From an optimization exercise on the open Yosys and OpenROAD flow, aimed at small area and a short achievable clock period; shortcuts taken in it are not production practice. The RTL was checked by simulation tests, not by an equivalence proof against the original design. Power is estimated from default activity; no workload was simulated.

## dap_controller
module dap_controller (
    input  logic                   hclk,
    input  logic                   hresetn,
    input  logic                   hsel,
    input  dap_bus_pkg::haddr_t    haddr,
    input  logic [1:0]             htrans,
    input  logic [2:0]             hsize,
    input  logic                   hwrite,
    input  logic                   hready,
    input  dap_bus_pkg::hdata_t    hwdata,
    output logic                   hreadyout,
    output logic                   hresp,
    output dap_bus_pkg::hdata_t    hrdata,
    output logic                   intr,
    input  logic                   dap_in_tvalid,
    output logic                   dap_in_tready,
    input  dap_cmd_pkg::cmd_byte_t dap_in_tdata,
    output logic                   dap_out_tvalid,
    output dap_cmd_pkg::cmd_byte_t dap_out_tdata,
    input  logic                   dap_out_tready,
    output dap_cmd_pkg::pack_len_t dap_out_tlen
);
export LEC_CHECK = 0
export CAP_MARGIN = 20
export CORE_MARGIN = 2
export CORE_UTILIZATION = 55
export CTS_BUF_LIST = sky130_fd_sc_hd__clkbuf_16
export CTS_CLUSTER_DIAMETER = 60
export CTS_CLUSTER_SIZE = 25
export PLACE_DENSITY = 0.65
export SETUP_SLACK_MARGIN = 3.3
export SLEW_MARGIN = 60
create_clock -name core_clock -period 6.5 [get_ports {hclk}]
standard.sh (not shown) runs the stock make flow with config.mk's settings and CLKGATE_MAP_FILE= SYNTH_SCRIPT=/design/flow/synth_recipe.tcl, a recipe that flattens the netlist after the stock synthesis.
==> flow/flow/run.sh <==
#!/bin/bash
set -euo pipefail
bash standard.sh "BUFFER_PORTS_ARGS=-buffer_cell sky130_fd_sc_hd__buf_4" finish > standard_flow.log 2>&1
Next try:
==> flow/flow/run.sh (replaced) <==
#!/bin/bash
set -euo pipefail
bash standard.sh \
  "BUFFER_PORTS_ARGS=-buffer_cell sky130_fd_sc_hd__buf_4" \
  "CTS_ARGS=-sink_clustering_enable -repair_clock_nets -sink_clustering_size 30 -sink_clustering_max_diameter 70 -buf_list sky130_fd_sc_hd__clkbuf_16 -dont_use_dummy_load" \
  finish > standard_flow.log 2>&1
CORE_UTILIZATION = 65   (was 55)
CTS_CLUSTER_DIAMETER = 70   (was 60)
CTS_CLUSTER_SIZE = 30   (was 25)
PLACE_DENSITY = 0.75   (was 0.65)
SETUP_SLACK_MARGIN = 3.6   (was 3.3)
SLEW_MARGIN = 20   (was 60)
Outcome: Total power is lower by 9.6%; final cell count is lower by 7.9%; first-iteration DRC count is higher by 15%.
Next try:
==> flow/flow/run.sh (replaced) <==
#!/bin/bash
set -euo pipefail
bash standard.sh "BUFFER_PORTS_ARGS=-buffer_cell sky130_fd_sc_hd__buf_4" finish > standard_flow.log 2>&1
CORE_UTILIZATION = 55   (was 65)
CTS_CLUSTER_DIAMETER = 60   (was 70)
CTS_CLUSTER_SIZE = 25   (was 30)
PLACE_DENSITY = 0.65   (was 0.75)
Utilization drops by 9.1 points.
Combinational power goes up by roughly a tenth.
Power rose by roughly a tenth.
Final area rises by a few percent.
Synthesized cell count does not change.
Hold slack gets better by 0.032 ns.
Next try:
==> flow/run.sh (new file) <==
#!/bin/bash
# synth_recipe.tcl (not shown) runs the flow's synth.tcl, then flattens the netlist and writes it again
# the make line also repeats each setting of config.mk as NAME=value (left out here)
make -C /OpenROAD-flow-scripts/flow DESIGN_CONFIG=/design/flow/config.mk WORK_HOME=/design/flow/orfs CLKGATE_MAP_FILE= SYNTH_SCRIPT=/design/flow/synth_recipe.tcl finish
CORE_UTILIZATION = 65   (was 55)
CTS_CLUSTER_DIAMETER = 70   (was 60)
CTS_CLUSTER_SIZE = 30   (was 25)
PLACE_DENSITY = 0.75   (was 0.65)
removed: flow/flow/run.sh
removed: flow/standard.sh
=>
- combinational power goes down by about 5%
- setup slack is worse by 0.052 ns
- critical path depth went up by 1
- count of clock-buffer cells in the layout decreases by 34
- total power drops by about 3.2%
- cell count shrinks by about 6.5%
- utilization rises by 10 points
- routed wire length falls by 2.2%
Next try:
==> flow/flow/run.sh (new file) <==
#!/bin/bash
set -euo pipefail
bash standard.sh "BUFFER_PORTS_ARGS=-buffer_cell sky130_fd_sc_hd__buf_4" finish > standard_flow.log 2>&1
==> flow/standard.sh (new file) <==
#!/bin/bash
# synth_recipe.tcl (not shown) runs the flow's synth.tcl, then flattens the netlist and writes it again
# the make line also repeats each setting of config.mk as NAME=value (left out here)
make -C /OpenROAD-flow-scripts/flow DESIGN_CONFIG=/design/flow/config.mk WORK_HOME=/design/flow/orfs CLKGATE_MAP_FILE= SYNTH_SCRIPT=/design/flow/synth_recipe.tcl "${@:-finish}"
removed: flow/run.sh
Outcome: Synthesized area is unchanged; combinational power is lower by about 6%; worst hold slack is about the same; sequential share of layout area climbs by 0.50 points.
Next try:
CORE_UTILIZATION = 55   (was 65)
PLACE_DENSITY = 0.65   (was 0.75)
After rerunning: The new run produced a clean layout; die area goes up by 18%; wire length is higher by about 5%; worst setup slack is better by 0.041 ns; maximum frequency is higher by 1.3%.

==> port drivers added, routing unchanged <==
No port has a modelled driver above. Below, the same layouts with a new extraction and two added sets of constraints. Step 1, drivers: a clkbuf_16 drives hclk and a buf_2 each remaining input, both assumed. Step 2 times the ports against the registers' clock, not the clock port: input delays grow and output delays shrink by t, the midpoint of the rising clock arrivals with the driver on. a / b / c = no drivers / after step 1 / after step 2; a / b = the first two.
run | t, ns | slack for setup (ns) | worst hold slack (ns) | worst setup path after step 2 | worst register clock-pin slew, ns
the first run | 0.877 | 3.257 / 3.232 / 2.946 | 0.424 / 0.392 / 0.433 | input to register | 0.10 / 0.10
the second run | 0.789 | 3.457 / 3.381 / 2.917 | 0.402 / 0.402 / 0.402 | input to register | 0.11 / 0.11
the third run | 0.879 | 3.454 / 3.394 / 2.873 | 0.434 / 0.434 / 0.434 | input to register | 0.10 / 0.10
the fourth run | 0.859 | 3.402 / 3.345 / 2.664 | 0.431 / 0.431 / 0.431 | input to register | 0.11 / 0.11
the fifth run | 0.818 | 3.434 / 3.352 / 2.959 | 0.430 / 0.430 / 0.430 | input to register | 0.12 / 0.12
the sixth run | 0.845 | 3.475 / 3.394 / 2.862 | 0.434 / 0.434 / 0.434 | input to register | 0.11 / 0.11
After both steps every run listed still meets setup and hold. The setup slack of the fourth run, which loses most, moves by -0.057 ns with the drivers and by -0.738 ns with both steps.
